What follows belongs to an exercise in optimizing a design on an open flow for small area, a short achievable clock period and few clock cycles per item; a production flow would make more cautious choices. In this exercise RTL edits were held to simulation tests only and were not proved equivalent to the original. Power is estimated from default activity; no workload was simulated.

== yarrow ==
// alu_mdu
module alu_mdu #(
  parameter int unsigned WIDTH = 32,
  parameter int unsigned SHW   = 5
) (
  input  logic             clk,
  input  logic             rst_n,
  input  logic [WIDTH-1:0] busA,
  input  logic [WIDTH-1:0] busB,
  input  logic [4:0]       ALUctr,
  input  logic [SHW-1:0]   shamt,
  input  logic             start,
  output logic [WIDTH-1:0] Result,
  output logic             Zero,
  output logic             busy,
  output logic             done,
  output logic [WIDTH-1:0] hi,
  output logic [WIDTH-1:0] lo
);
  localparam logic [4:0] OpAdd   = 5'b00000;
  localparam logic [4:0] OpSub   = 5'b00001;
  localparam logic [4:0] OpSlt   = 5'b00010;
  localparam logic [4:0] OpAnd   = 5'b00011;
  localparam logic [4:0] OpNor   = 5'b00100;
  localparam logic [4:0] OpOr    = 5'b00101;
  localparam logic [4:0] OpXor   = 5'b00110;
  localparam logic [4:0] OpSll   = 5'b00111;
  localparam logic [4:0] OpSrl   = 5'b01000;
  localparam logic [4:0] OpSltu  = 5'b01001;
  localparam logic [4:0] OpSllv  = 5'b01100;
  localparam logic [4:0] OpSra   = 5'b01101;
  localparam logic [4:0] OpSrav  = 5'b01110;
  localparam logic [4:0] OpSrlv  = 5'b01111;
  localparam logic [4:0] OpLui   = 5'b10000;
  localparam logic [4:0] OpMult  = 5'b10001;
  localparam logic [4:0] OpMultu = 5'b10010;
  localparam logic [4:0] OpDiv   = 5'b10011;
  localparam logic [4:0] OpDivu  = 5'b10100;
  localparam logic [4:0] OpMfhi  = 5'b10101;
  localparam logic [4:0] OpMflo  = 5'b10110;
  localparam logic [4:0] OpMthi  = 5'b10111;
  localparam logic [4:0] OpMtlo  = 5'b11000;
  logic [31:0] hi_q, lo_q;
  logic        sub;
  logic [31:0] bb, gen, prop, kill, carry;
  logic        cout, slt, sltu;
  assign sub  = ~ALUctr[2] & (ALUctr[0] ^ ALUctr[1]);
  assign bb   = busB ^ {32{sub}};
  assign gen  = busA & bb;
  assign prop = busA ^ bb;
  ...
Size: roughly 120 flip-flops, roughly 180 I/O pins, ~29000 um2 of cells after synthesis.
clock: 10.0 ns
lec_check: 0
abc_area: 1
cap_margin: 30
core_margin: 2
core_utilization: 40
place_density: 0.8
setup_slack_margin: 2.5
slew_margin: 20
tns_end_percent: 0
run.sh (not shown) runs the stock make flow with config.mk's settings and CLKGATE_MAP_FILE= SYNTH_SCRIPT=/design/flow/synth_recipe.tcl, a recipe that flattens the netlist after the stock synthesis.
yarrow went all the way through the flow, and no timing, DRC or antenna check failed.
Testbench counts of yarrow, summed over its fixed seeds: cycles 1,580, ops 320.
diff inputs: yarrow => indigo
Settings: SETUP_SLACK_MARGIN changed from 2.5 to 3.0; PLACE_DENSITY removed (was 0.8).
Findings:
Going from yarrow to indigo, wire length on met3 decreased 12%, routing usage on met2 moved up. Compared to yarrow, indigo has average routed wire per standard cell 3.3% higher. Taking yarrow as the reference point, the power density of the placed cells of indigo falls by about 2.4%. On total met2 wirelength after detailed routing: between yarrow and indigo, it ends up lower for yarrow. Combinational power, yarrow and indigo: higher on yarrow. Of yarrow and indigo, yarrow shows the lower wire length, with indigo above it. The placer's final routability congestion estimate of indigo exceeds that of yarrow by 0.0037. On post-route worst setup slack, indigo does better than yarrow. Delta (indigo minus yarrow): via count down about 2.5%, net load switching power has decreased. The launching element of the worst setup path comes out busA[0] in one run and busB[31] in the other, namely in indigo and yarrow respectively.
## Diff of input files: tundra against indigo
Settings: SETUP_SLACK_MARGIN: 3.0 -> 2.0.
Findings:
- Clock period minus worst slack, indigo and tundra: smaller value in indigo
- Looking at number of stages on the worst setup path, tundra sits 2 below indigo.
- tundra completed end to end with timing, DRC and antenna clean.
- The run with more routed wire is tundra, not indigo.
- tundra ends up with a final non-filler cell area that is 0.33% higher than in indigo.
- tundra reports its critical path startpoint as ALUctr[2] while indigo reports busA[0].
- Compared with indigo, in tundra final-layout worst hold slack now sits higher, worst-case setup margin in the final layout now sits lower, number of primary I/O pins now sits at about the same level, count of cells along the worst hold path now sits lower, XOR/XNOR share of the synthesized area now sits at about the same level.
The following lists how nickel was set up differently from tundra:
Settings: SETUP_SLACK_MARGIN: 2.0 -> 1.2.
Results
Between nickel and tundra, the number of cells after detailed placement does not differ in any meaningful way. Synthesized cell count delta (nickel -> tundra): insignificant. Max portion of the clock cycle consumed by the worst path in the final layout across nickel and tundra: nickel. The lower detailed-placement wirelength estimate of nickel and tundra is in tundra. [nickel vs tundra] area used by multi-input combinational logic: lower in nickel. nickel: done, clean on timing, DRC and antenna. For the hold slack, nickel came in 0.015 ns higher than tundra did.

[what the ideal ports hide]
The flow's constraints put no driver on any port. The routed layouts listed below were extracted and timed again, unchanged, in two steps. Step 1 (the two cells are an assumption about what drives the block):
set clk [get_ports {clk}]
set_driving_cell -lib_cell sky130_fd_sc_hd__clkbuf_16 $clk
set_driving_cell -lib_cell sky130_fd_sc_hd__buf_2 [delete_from_list [all_inputs] $clk]
Step 2 also shifts input and output timing later by t, the mid clock arrival at the registers, as if the neighbouring blocks saw the same clock. a / b / c = ideal ports / drivers / drivers and shift; a / b = the first two.
run	t, ns	setup WS [ns]	hold slack, ns	worst setup path after step 2	slew at the worst register clock pin (ns)
yarrow	0.540	1.983 / 1.940 / 1.940	0.588 / 0.588 / 0.588	input to output	0.07 / 0.07
indigo	0.546	2.080 / 2.033 / 2.033	0.540 / 0.540 / 0.540	input to output	0.07 / 0.07
tundra	0.533	1.951 / 1.933 / 1.933	0.577 / 0.577 / 0.577	input to output	0.07 / 0.07
nickel	0.534	1.112 / 1.080 / 1.080	0.592 / 0.592 / 0.592	input to output	0.07 / 0.07
After both steps setup and hold are still met in every run listed. For indigo, which loses most, drivers alone change the setup slack by -0.047 ns; drivers and shift together by -0.047 ns.
